Background: an optimization exercise with open tools, aiming at small area and a short achievable clock period. Do not read the settings as production practice. In this exercise RTL edits were held to simulation tests only and were not proved equivalent to the original. Power and IR drop assume default switching activity.

==> 08-13: inputs <==
==> flow/design.v (excerpt) <==
module platform_interrupt_controller #(
   parameter int NUM_HARTS   = plic_pkg::DEF_NUM_HARTS,
   parameter int NUM_SOURCES = plic_pkg::DEF_NUM_SOURCES
) (
   input  logic                             clock,
   input  logic                             reset,
   input  logic                             start,
   output logic                             busy,
   input  logic [plic_pkg::CMD_W-1:0]       req_command,
   input  logic [plic_pkg::OFFSET_W-1:0]    req_offset,
   input  logic [plic_pkg::DATA_W-1:0]      req_write_data,
   input  logic [plic_pkg::SRC_W-1:0]       req_irq_source,
   input  logic                             req_irq_level,
   output logic                             rsp_strobe,
   output logic [plic_pkg::DATA_W-1:0]      rsp_read_data,
   output logic                             rsp_access_error,
   output logic [plic_pkg::LINE_W-1:0]      rsp_supervisor_lines,
   output logic [plic_pkg::LINE_W-1:0]      rsp_machine_lines,
   input  logic                             csr_write_enable,
   input  logic [plic_pkg::HARTS_W-1:0]     csr_write_data
);
   localparam int NUM_CTX = 2 * NUM_HARTS;
   logic [NUM_SOURCES-1:1]             pending_ff;
   logic [NUM_SOURCES-1:1]             claimed_ff;
   logic [NUM_SOURCES-1:0][PRIO_W-1:0] prio_ff;
   logic [NUM_CTX-1:0][DATA_W-1:0]     enable_ff;
   logic [NUM_CTX-1:0]                 en_valid_ff;   
   logic [NUM_HARTS-1:0]               hart_on_ff;    
   logic                               rst_q;         
   logic                   q_valid;
   logic [NUM_SOURCES-1:1] q_take;        
   logic                   q_prio_wr;     
   logic                   q_en_wr;       
   logic                   q_prio_rd;
   logic                   q_pend_rd;
   logic [NUM_CTX-1:0]     q_en_rd;       
   logic                   q_err;
   logic [SRC_W-1:0]       q_idx;         
  ...
clock: 5.5 ns
lec_check: 0
cap_margin: 20
core_margin: 2
core_utilization: 55
cts_cluster_diameter: 60
cts_cluster_size: 30
setup_slack_margin: 3.3
slew_margin: 20
synth_hierarchical: 1
standard.sh (not shown) runs the stock make flow with config.mk's settings and CLKGATE_MAP_FILE= SYNTH_SCRIPT=/design/flow/synth_recipe.tcl, a recipe that flattens the netlist after the stock synthesis.
==> flow/flow/run.sh <==
#!/bin/bash
# The standard layout (standard.sh: the standard flow's synthesis, floorplan, placement,
# CTS, routing), with two changes to how it is made:
#  - CTS adds no dummy loads to balance its clusters;
#  - port buffers are buf_2 instead of the delay cells buffer_ports picks.
# ORFS writes each step's full log under orfs/logs/; make's own output goes
# to standard_flow.log here.
set -euo pipefail
WORK="$(cd "$(dirname "${BASH_SOURCE[0]}")/.." && pwd)"
cd "$WORK"
bash standard.sh \
  "CTS_ARGS=-sink_clustering_enable -repair_clock_nets -sink_clustering_size 30 -sink_clustering_max_diameter 60 -dont_use_dummy_load" \
  "BUFFER_PORTS_ARGS=-buffer_cell sky130_fd_sc_hd__buf_2" \
  finish > "$WORK/standard_flow.log" 2>&1
test -f "$WORK/out/final.def"
==> inputs of 10-18, as changes to 08-13 <==
==> flow/flow/run.sh (replaced) <==
#!/bin/bash
# The standard layout (standard.sh: the standard flow's synthesis, floorplan, placement,
# CTS, routing), with two changes to how it is made:
#  - CTS adds no dummy loads to balance its clusters;
#  - port buffers are buf_1 instead of the delay cells buffer_ports picks.
# ORFS writes each step's full log under orfs/logs/; make's own output goes
# to standard_flow.log here.
set -euo pipefail
WORK="$(cd "$(dirname "${BASH_SOURCE[0]}")/.." && pwd)"
cd "$WORK"
bash standard.sh \
  "CTS_ARGS=-sink_clustering_enable -repair_clock_nets -sink_clustering_size 30 -sink_clustering_max_diameter 60 -dont_use_dummy_load" \
  "BUFFER_PORTS_ARGS=-buffer_cell sky130_fd_sc_hd__buf_1" \
  finish > "$WORK/standard_flow.log" 2>&1
test -f "$WORK/out/final.def"
Settings changed: CORE_UTILIZATION 55 to 65.
==> inputs of 03-23, as changes to 08-13 <==
--- a/flow/design.v
+++ b/flow/design.v
@@ -57,13 +57,13 @@
    logic                   q_valid;
    logic [NUM_SOURCES-1:1] q_take;        
    logic                   q_prio_wr;     
    logic                   q_en_wr;       
    logic                   q_prio_rd;
    logic                   q_pend_rd;
-   logic [NUM_CTX-1:0]     q_en_rd;       
+   logic                   q_en_rd;       
    logic                   q_err;
    logic [SRC_W-1:0]       q_idx;         
    logic [SRC_W-1:0]       q_ridx;        
    logic [2:0]             q_ctx;         
    logic [DATA_W-1:0]      q_wdata;
    logic                   rsp_strobe_ff;
@@ -71,42 +71,33 @@
    logic                   rsp_access_error_ff;
    logic [LINE_W-1:0]      rsp_sup_ff;
    logic [LINE_W-1:0]      rsp_mach_ff;
    assign busy = 1'b0;
    logic is_rd, is_wr, is_lvl;
    logic r_prio, r_pend, r_en, r_ctx, w_thr, w_claim;
-   logic do_compl, do_claim, ctx_w1;
-   logic [NUM_HARTS-1:0] hart_on_next;
-   logic [NUM_CTX-1:0]   en_valid_next;
+   logic do_compl;
    always_comb begin
       is_rd   = start & (req_command == CMD_READ);
       is_wr   = start & (req_command == CMD_WRITE);
       is_lvl  = start & (req_command == CMD_LEVEL);
       r_prio  = (req_offset[25:7] == 19'd0);
       r_pend  = (req_offset[25:2] == 24'h000400);
       r_en    = (req_offset[25:10] == 16'h0008);
       r_ctx   = (req_offset[25:15] == 11'h040);
       w_thr   = (req_offset[11:2] == 10'd0);
       w_claim = (req_offset[11:2] == 10'd1);
-      do_compl = ctx_w1 & req_command[0];
-      do_claim = ctx_w1 & ~req_command[0] & ~rst_q;
-      for (int h = 0; h < NUM_HARTS; h++)
-         hart_on_next[h] = reset ? (h == 0) :
-                           csr_write_enable ? (csr_write_data > HARTS_W'(h)) : hart_on_ff[h];
-      en_valid_next = ~{NUM_CTX{rst_q}} & (en_valid_ff | en_we);
+      do_compl = is_wr & r_ctx & w_claim;
    end
    always_ff @(posedge clock) begin
       rst_q     <= reset;
       q_valid   <= start & ~reset;
       q_prio_wr <= is_wr & (r_prio | (r_ctx & w_thr));
       q_en_wr   <= is_wr & r_en;
       q_prio_rd <= is_rd & r_prio;
       q_pend_rd <= is_rd & r_pend & (req_offset[1:0] == 2'd0);
-      for (int c = 0; c < NUM_CTX; c++)
-         q_en_rd[c] <= is_rd & r_en & (req_offset[9:7] == 3'(c)) &
-                       hart_on_next[c/2] & en_valid_next[c];
+      q_en_rd   <= is_rd & r_en;
       q_err     <= (is_wr & r_pend) | (is_wr & r_ctx & ~w_thr & ~w_claim) |
                    ((is_rd | is_wr) & ~r_prio & ~r_pend & ~r_en & ~r_ctx);
       q_idx     <= r_prio ? req_offset[6:2] : '0;
       q_ridx    <= req_offset[6:2];
       q_ctx     <= req_offset[9:7];
       q_wdata   <= req_write_data;
@@ -132,19 +123,12 @@
    for (genvar c = 0; c <= NUM_CTX; c++) begin : g_line
       plic_or_and31 u_or (.a(elig),
                           .b(c < NUM_CTX ? enable_ff[c % NUM_CTX][NUM_SOURCES-1:1]
                                          : q_wdata[NUM_SOURCES-1:1]),
                           .y(any_line[c]));
    end
-   plic_line_gate #(.NUM_CTX(NUM_CTX)) u_line_gate (
-      .rst_q(rst_q), .hart_on(hart_on_ff), .en_valid(en_valid_ff), .en_wr(q_en_wr),
-      .ctx(q_ctx), .keep(line_keep), .new_data(line_new));
-   for (genvar c = 0; c < NUM_CTX; c++) begin : g_ctx_line
-      plic_ao22 u (.a0(line_keep[c]), .b0(any_line[c]), .a1(line_new[c]), .b1(any_line[NUM_CTX]),
-                   .y(ctx_line[c]));
-   end
    for (genvar b = 0; b < DATA_W; b++) begin : g_rd
       logic [NUM_CTX:0] rd_s, rd_d;
       for (genvar c = 0; c < NUM_CTX; c++) begin : g_c
          assign rd_s[c] = en_rd_sel[c];
          assign rd_d[c] = enable_ff[c][b];
       end
@@ -157,15 +141,14 @@
       if (b < SRC_W) begin : g_x
          plic_ao9x u (.s(rd_s), .d(rd_d), .xn(rd_low_n[b]), .y(rd_data[b]));
       end else begin : g_n
          plic_ao9 u (.s(rd_s), .d(rd_d), .y(rd_data[b]));
       end
    end
-   plic_ctx_w1_dec u_ctx_w1 (.start(start), .cmd1(req_command[1]), .off(req_offset), .y(ctx_w1));
    always_ff @(posedge clock) begin
-      q_take <= first & {(NUM_SOURCES-1){do_claim}};
+      q_take <= first & {(NUM_SOURCES-1){is_rd & r_ctx & w_claim & ~rst_q}};
       for (int i = 1; i < NUM_SOURCES; i++) begin
          if (is_lvl && req_irq_source == SRC_W'(i))
             pending_ff[i] <= req_irq_level;
          else if (rst_q || q_take[i])
             pending_ff[i] <= 1'b0;
          if (rst_q || (do_compl && req_write_data[SRC_W-1:0] == SRC_W'(i)))
@@ -178,31 +161,37 @@
             prio_ff[i] <= q_wdata[PRIO_W-1:0] & {PRIO_W{~rst_q}};
       for (int c = 0; c < NUM_CTX; c++) begin
          if (en_we[c]) enable_ff[c] <= q_wdata;
          if (rst_q) en_valid_ff[c] <= 1'b0;
          else if (en_we[c]) en_valid_ff[c] <= 1'b1;
       end
-      hart_on_ff <= hart_on_next;
+      if (reset)
+         hart_on_ff <= NUM_HARTS'(1);
+      else if (csr_write_enable)
+         for (int h = 0; h < NUM_HARTS; h++)
+            hart_on_ff[h] <= (csr_write_data > HARTS_W'(h));
    end
    logic [DATA_W-1:0]      rd_data;
    logic [NUM_CTX-1:0]     en_rd_sel;     
    logic [SRC_W-1:0]       rd_low;        
    logic [SRC_W-1:0]       rd_low_n;
-   logic [NUM_CTX-1:0]     line_keep;     
-   logic [NUM_CTX-1:0]     line_new;      
+   logic                   wdata_line;
    logic [NUM_CTX-1:0]     ctx_line;
    logic [LINE_W-1:0]      sup, mach;
    always_comb begin
       for (int c = 0; c < NUM_CTX; c++)
-         en_rd_sel[c] = q_en_rd[c];
+         en_rd_sel[c] = q_en_rd & hart_ok & en_valid_ff[c] & (q_ctx == 3'(c));
       rd_low = take_id;
       if (q_prio_rd) rd_low = rd_low | SRC_W'(prio_ff[q_ridx]);
       rd_low_n = ~rd_low;
+      wdata_line = any_line[NUM_CTX];
+      for (int c = 0; c < NUM_CTX; c++)
+         ctx_line[c] = en_we[c] ? wdata_line : (en_valid_ff[c] & any_line[c]);
       for (int h = 0; h < NUM_HARTS; h++) begin
-         sup[h]  = ctx_line[2*h];
-         mach[h] = ctx_line[2*h+1];
+         sup[h]  = ~rst_q & hart_on_ff[h] & ctx_line[2*h];
+         mach[h] = ~rst_q & hart_on_ff[h] & ctx_line[2*h+1];
       end
    end
    always_ff @(posedge clock) begin
       rsp_strobe_ff       <= q_valid;
       rsp_read_data_ff    <= rd_data;
       rsp_access_error_ff <= q_err;
@@ -302,44 +291,6 @@
    for (genvar k = 0; k < 3; k++) begin : g_t
       plic_aoi222 u (.a0(s[3*k]), .b0(d[3*k]), .a1(s[3*k+1]), .b1(d[3*k+1]),
                      .a2(s[3*k+2]), .b2(d[3*k+2]), .y(t[k]));
    end
    plic_nand4 u_y (.a(t[0]), .b(t[1]), .c(t[2]), .d(xn), .y(y));
 endmodule
-module plic_ao22 (input logic a0, input logic b0, input logic a1, input logic b1,
-                  output logic y);
-   assign y = (a0 & b0) | (a1 & b1);
-endmodule
-module plic_ctx_w1_dec (input logic start, input logic cmd1, input logic [25:0] off,
-                        output logic y);
-   logic [6:0] a;
-   logic [2:0] b;
-   plic_nor3 u_a0 (.a(off[25]), .b(off[24]), .c(off[23]), .y(a[0]));
-   plic_nor3 u_a1 (.a(off[22]), .b(off[20]), .c(off[19]), .y(a[1]));
-   plic_nor3 u_a2 (.a(off[18]), .b(off[17]), .c(off[16]), .y(a[2]));
-   plic_nor3 u_a3 (.a(off[15]), .b(off[11]), .c(off[10]), .y(a[3]));
-   plic_nor3 u_a4 (.a(off[9]), .b(off[8]), .c(off[7]), .y(a[4]));
-   plic_nor3 u_a5 (.a(off[6]), .b(off[5]), .c(off[4]), .y(a[5]));
-   plic_nor2 u_a6 (.a(off[3]), .b(cmd1), .y(a[6]));
-   plic_nand4 u_b0 (.a(a[0]), .b(a[1]), .c(a[2]), .d(a[3]), .y(b[0]));
-   plic_nand4 u_b1 (.a(a[4]), .b(a[5]), .c(a[6]), .d(start), .y(b[1]));
-   plic_nand2 u_b2 (.a(off[21]), .b(off[2]), .y(b[2]));
-   plic_nor3 u_c (.a(b[0]), .b(b[1]), .c(b[2]), .y(y));
-endmodule
-module plic_nor3 (input logic a, input logic b, input logic c, output logic y);
-   assign y = ~(a | b | c);
-endmodule
-module plic_line_gate #(parameter int NUM_CTX = 8) (
-   input  logic                 rst_q,
-   input  logic [NUM_CTX/2-1:0] hart_on,
-   input  logic [NUM_CTX-1:0]   en_valid,
-   input  logic                 en_wr,
-   input  logic [2:0]           ctx,
-   output logic [NUM_CTX-1:0]   keep,
-   output logic [NUM_CTX-1:0]   new_data
-);
-   always_comb
-      for (int c = 0; c < NUM_CTX; c++) begin
-         new_data[c] = ~rst_q & hart_on[c/2] & en_wr & (ctx == 3'(c));
-         keep[c]     = ~rst_q & hart_on[c/2] & en_valid[c] & ~(en_wr & (ctx == 3'(c)));
-      end
-endmodule
==> inputs of 07-22, as changes to 08-13 <==
--- a/flow/design.v
+++ b/flow/design.v
@@ -57,13 +57,13 @@
    logic                   q_valid;
    logic [NUM_SOURCES-1:1] q_take;        
    logic                   q_prio_wr;     
    logic                   q_en_wr;       
    logic                   q_prio_rd;
    logic                   q_pend_rd;
-   logic [NUM_CTX-1:0]     q_en_rd;       
+   logic                   q_en_rd;       
    logic                   q_err;
    logic [SRC_W-1:0]       q_idx;         
    logic [SRC_W-1:0]       q_ridx;        
    logic [2:0]             q_ctx;         
    logic [DATA_W-1:0]      q_wdata;
    logic                   rsp_strobe_ff;
@@ -71,42 +71,33 @@
    logic                   rsp_access_error_ff;
    logic [LINE_W-1:0]      rsp_sup_ff;
    logic [LINE_W-1:0]      rsp_mach_ff;
    assign busy = 1'b0;
    logic is_rd, is_wr, is_lvl;
    logic r_prio, r_pend, r_en, r_ctx, w_thr, w_claim;
-   logic do_compl, do_claim, ctx_w1;
-   logic [NUM_HARTS-1:0] hart_on_next;
-   logic [NUM_CTX-1:0]   en_valid_next;
+   logic do_compl;
    always_comb begin
       is_rd   = start & (req_command == CMD_READ);
       is_wr   = start & (req_command == CMD_WRITE);
       is_lvl  = start & (req_command == CMD_LEVEL);
       r_prio  = (req_offset[25:7] == 19'd0);
       r_pend  = (req_offset[25:2] == 24'h000400);
       r_en    = (req_offset[25:10] == 16'h0008);
       r_ctx   = (req_offset[25:15] == 11'h040);
       w_thr   = (req_offset[11:2] == 10'd0);
       w_claim = (req_offset[11:2] == 10'd1);
-      do_compl = ctx_w1 & req_command[0];
-      do_claim = ctx_w1 & ~req_command[0] & ~rst_q;
-      for (int h = 0; h < NUM_HARTS; h++)
-         hart_on_next[h] = reset ? (h == 0) :
-                           csr_write_enable ? (csr_write_data > HARTS_W'(h)) : hart_on_ff[h];
-      en_valid_next = ~{NUM_CTX{rst_q}} & (en_valid_ff | en_we);
+      do_compl = is_wr & r_ctx & w_claim;
    end
    always_ff @(posedge clock) begin
       rst_q     <= reset;
       q_valid   <= start & ~reset;
       q_prio_wr <= is_wr & (r_prio | (r_ctx & w_thr));
       q_en_wr   <= is_wr & r_en;
       q_prio_rd <= is_rd & r_prio;
       q_pend_rd <= is_rd & r_pend & (req_offset[1:0] == 2'd0);
-      for (int c = 0; c < NUM_CTX; c++)
-         q_en_rd[c] <= is_rd & r_en & (req_offset[9:7] == 3'(c)) &
-                       hart_on_next[c/2] & en_valid_next[c];
+      q_en_rd   <= is_rd & r_en;
       q_err     <= (is_wr & r_pend) | (is_wr & r_ctx & ~w_thr & ~w_claim) |
                    ((is_rd | is_wr) & ~r_prio & ~r_pend & ~r_en & ~r_ctx);
       q_idx     <= r_prio ? req_offset[6:2] : '0;
       q_ridx    <= req_offset[6:2];
       q_ctx     <= req_offset[9:7];
       q_wdata   <= req_write_data;
@@ -132,19 +123,12 @@
    for (genvar c = 0; c <= NUM_CTX; c++) begin : g_line
       plic_or_and31 u_or (.a(elig),
                           .b(c < NUM_CTX ? enable_ff[c % NUM_CTX][NUM_SOURCES-1:1]
                                          : q_wdata[NUM_SOURCES-1:1]),
                           .y(any_line[c]));
    end
-   plic_line_gate #(.NUM_CTX(NUM_CTX)) u_line_gate (
-      .rst_q(rst_q), .hart_on(hart_on_ff), .en_valid(en_valid_ff), .en_wr(q_en_wr),
-      .ctx(q_ctx), .keep(line_keep), .new_data(line_new));
-   for (genvar c = 0; c < NUM_CTX; c++) begin : g_ctx_line
-      plic_ao22 u (.a0(line_keep[c]), .b0(any_line[c]), .a1(line_new[c]), .b1(any_line[NUM_CTX]),
-                   .y(ctx_line[c]));
-   end
    for (genvar b = 0; b < DATA_W; b++) begin : g_rd
       logic [NUM_CTX:0] rd_s, rd_d;
       for (genvar c = 0; c < NUM_CTX; c++) begin : g_c
          assign rd_s[c] = en_rd_sel[c];
          assign rd_d[c] = enable_ff[c][b];
       end
@@ -157,15 +141,14 @@
       if (b < SRC_W) begin : g_x
          plic_ao9x u (.s(rd_s), .d(rd_d), .xn(rd_low_n[b]), .y(rd_data[b]));
       end else begin : g_n
          plic_ao9 u (.s(rd_s), .d(rd_d), .y(rd_data[b]));
       end
    end
-   plic_ctx_w1_dec u_ctx_w1 (.start(start), .cmd1(req_command[1]), .off(req_offset), .y(ctx_w1));
    always_ff @(posedge clock) begin
-      q_take <= first & {(NUM_SOURCES-1){do_claim}};
+      q_take <= first & {(NUM_SOURCES-1){is_rd & r_ctx & w_claim & ~rst_q}};
       for (int i = 1; i < NUM_SOURCES; i++) begin
          if (is_lvl && req_irq_source == SRC_W'(i))
             pending_ff[i] <= req_irq_level;
          else if (rst_q || q_take[i])
             pending_ff[i] <= 1'b0;
          if (rst_q || (do_compl && req_write_data[SRC_W-1:0] == SRC_W'(i)))
@@ -178,31 +161,37 @@
             prio_ff[i] <= q_wdata[PRIO_W-1:0] & {PRIO_W{~rst_q}};
       for (int c = 0; c < NUM_CTX; c++) begin
          if (en_we[c]) enable_ff[c] <= q_wdata;
          if (rst_q) en_valid_ff[c] <= 1'b0;
          else if (en_we[c]) en_valid_ff[c] <= 1'b1;
       end
-      hart_on_ff <= hart_on_next;
+      if (reset)
+         hart_on_ff <= NUM_HARTS'(1);
+      else if (csr_write_enable)
+         for (int h = 0; h < NUM_HARTS; h++)
+            hart_on_ff[h] <= (csr_write_data > HARTS_W'(h));
    end
    logic [DATA_W-1:0]      rd_data;
    logic [NUM_CTX-1:0]     en_rd_sel;     
    logic [SRC_W-1:0]       rd_low;        
    logic [SRC_W-1:0]       rd_low_n;
-   logic [NUM_CTX-1:0]     line_keep;     
-   logic [NUM_CTX-1:0]     line_new;      
+   logic                   wdata_line;
    logic [NUM_CTX-1:0]     ctx_line;
    logic [LINE_W-1:0]      sup, mach;
    always_comb begin
       for (int c = 0; c < NUM_CTX; c++)
-         en_rd_sel[c] = q_en_rd[c];
+         en_rd_sel[c] = q_en_rd & hart_ok & en_valid_ff[c] & (q_ctx == 3'(c));
       rd_low = take_id;
       if (q_prio_rd) rd_low = rd_low | SRC_W'(prio_ff[q_ridx]);
       rd_low_n = ~rd_low;
+      wdata_line = any_line[NUM_CTX];
+      for (int c = 0; c < NUM_CTX; c++)
+         ctx_line[c] = en_we[c] ? wdata_line : (en_valid_ff[c] & any_line[c]);
       for (int h = 0; h < NUM_HARTS; h++) begin
-         sup[h]  = ctx_line[2*h];
-         mach[h] = ctx_line[2*h+1];
+         sup[h]  = ~rst_q & hart_on_ff[h] & ctx_line[2*h];
+         mach[h] = ~rst_q & hart_on_ff[h] & ctx_line[2*h+1];
       end
    end
    always_ff @(posedge clock) begin
       rsp_strobe_ff       <= q_valid;
       rsp_read_data_ff    <= rd_data;
       rsp_access_error_ff <= q_err;
@@ -302,44 +291,6 @@
    for (genvar k = 0; k < 3; k++) begin : g_t
       plic_aoi222 u (.a0(s[3*k]), .b0(d[3*k]), .a1(s[3*k+1]), .b1(d[3*k+1]),
                      .a2(s[3*k+2]), .b2(d[3*k+2]), .y(t[k]));
    end
    plic_nand4 u_y (.a(t[0]), .b(t[1]), .c(t[2]), .d(xn), .y(y));
 endmodule
-module plic_ao22 (input logic a0, input logic b0, input logic a1, input logic b1,
-                  output logic y);
-   assign y = (a0 & b0) | (a1 & b1);
-endmodule
-module plic_ctx_w1_dec (input logic start, input logic cmd1, input logic [25:0] off,
-                        output logic y);
-   logic [6:0] a;
-   logic [2:0] b;
-   plic_nor3 u_a0 (.a(off[25]), .b(off[24]), .c(off[23]), .y(a[0]));
-   plic_nor3 u_a1 (.a(off[22]), .b(off[20]), .c(off[19]), .y(a[1]));
-   plic_nor3 u_a2 (.a(off[18]), .b(off[17]), .c(off[16]), .y(a[2]));
-   plic_nor3 u_a3 (.a(off[15]), .b(off[11]), .c(off[10]), .y(a[3]));
-   plic_nor3 u_a4 (.a(off[9]), .b(off[8]), .c(off[7]), .y(a[4]));
-   plic_nor3 u_a5 (.a(off[6]), .b(off[5]), .c(off[4]), .y(a[5]));
-   plic_nor2 u_a6 (.a(off[3]), .b(cmd1), .y(a[6]));
-   plic_nand4 u_b0 (.a(a[0]), .b(a[1]), .c(a[2]), .d(a[3]), .y(b[0]));
-   plic_nand4 u_b1 (.a(a[4]), .b(a[5]), .c(a[6]), .d(start), .y(b[1]));
-   plic_nand2 u_b2 (.a(off[21]), .b(off[2]), .y(b[2]));
-   plic_nor3 u_c (.a(b[0]), .b(b[1]), .c(b[2]), .y(y));
-endmodule
-module plic_nor3 (input logic a, input logic b, input logic c, output logic y);
-   assign y = ~(a | b | c);
-endmodule
-module plic_line_gate #(parameter int NUM_CTX = 8) (
-   input  logic                 rst_q,
-   input  logic [NUM_CTX/2-1:0] hart_on,
-   input  logic [NUM_CTX-1:0]   en_valid,
-   input  logic                 en_wr,
-   input  logic [2:0]           ctx,
-   output logic [NUM_CTX-1:0]   keep,
-   output logic [NUM_CTX-1:0]   new_data
-);
-   always_comb
-      for (int c = 0; c < NUM_CTX; c++) begin
-         new_data[c] = ~rst_q & hart_on[c/2] & en_wr & (ctx == 3'(c));
-         keep[c]     = ~rst_q & hart_on[c/2] & en_valid[c] & ~(en_wr & (ctx == 3'(c)));
-      end
-endmodule
==> flow/run.sh (new file) <==
#!/bin/bash
# synth_recipe.tcl (not shown) runs the flow's synth.tcl, then flattens the netlist and writes it again
# the make line also repeats each setting of config.mk as NAME=value (left out here)
make -C /OpenROAD-flow-scripts/flow DESIGN_CONFIG=/design/flow/config.mk WORK_HOME=/design/flow/orfs CLKGATE_MAP_FILE= SYNTH_SCRIPT=/design/flow/synth_recipe.tcl finish
removed: flow/flow/run.sh
removed: flow/standard.sh
==> qor summary <==
item                                                                  07-22           08-13                 03-23           10-18
Die Footprint                                                   42800 sq um     43400 sq um           42800 sq um     36800 sq um
Result of the run                                            finished clean  finished clean        finished clean  finished clean
Worst clock skew                                                  0.0352 ns       0.0560 ns             0.0494 ns       0.0383 ns
Cells after DPL                                                        2276            2285                  2275            2206
Routed wire length                                            67100 microns   64600 microns         66000 microns   62400 microns
Worst flop-to-flop path startpoint                                 q_ctx[1]  pending_ff[16]              q_ctx[1]  pending_ff[16]
Number of library cell types mapped by synthesis                         51              62                    51              62
Routability-driven placement congestion ratio                         0.992           0.935                 0.967           0.964
Met3 track demand over resource in global routing                     5.21%           6.90%                 5.42%           5.61%
End of the worst register-to-register path             rsp_read_data_ff[20]   rsp_sup_ff[0]  rsp_read_data_ff[29]   rsp_sup_ff[1]
Latest clock arrival within the worst-skew pair                     0.59 ns         0.60 ns               0.57 ns         0.57 ns
Area share of the largest cell type after synthesis                   50.8%           50.1%                 50.8%           50.1%
DR vias                                                               15900           15300                 15600           15800
Transition time at the pin with the least slew margin              0.920 ns        0.990 ns               1.01 ns         1.03 ns
Critical path launch point                                         q_ctx[1]  pending_ff[16]              q_ctx[1]  pending_ff[16]
Placeable core region                                           40700 sq um     41000 sq um           40700 sq um     34600 sq um
Post-cts gate resize count                                              314              37                    66              39
Total of flip-flops plus latches after synthesis                        552             559                   552             559
Power after layout                                                  8.20 mW         7.64 mW               7.59 mW         7.56 mW
Post-DR vias/cell                                                      6.54            6.54                  6.52            6.92

## re-timing with driven ports
Ports are ideal in the flow. The routed layouts listed here were re-timed in OpenROAD. Step 1 (the two cells are an assumption about what drives the block):
set clk [get_ports {clock}]
set_driving_cell -lib_cell sky130_fd_sc_hd__clkbuf_16 $clk
set_driving_cell -lib_cell sky130_fd_sc_hd__buf_2 [delete_from_list [all_inputs] $clk]
Step 2, shift: input delay + t, output delay - t, t = (earliest + latest rising clock arrival at the registers) / 2. This alone moves slack from input paths to output paths. Three values: ideal ports, drivers, drivers and shift; two values: the first two.
run | t (ns) | slack for setup (ns) | slew at the worst register clock pin (ns) | pins driven straight from the clock port
08-13 | 0.624 | 3.295 / 3.295 / 2.749 | 0.10 / 0.10 | 1
10-18 | 0.605 | 3.185 / 3.185 / 2.824 | 0.09 / 0.09 | 1
03-23 | 0.605 | 3.195 / 3.195 / 2.681 | 0.09 / 0.09 | 1
07-22 | 0.623 | 3.203 / 3.203 / 2.653 | 0.09 / 0.09 | 1
After both steps every run listed still meets setup and hold. The setup slack of 07-22, which loses most, moves by 0.000 ns with the drivers and by -0.550 ns with both steps.
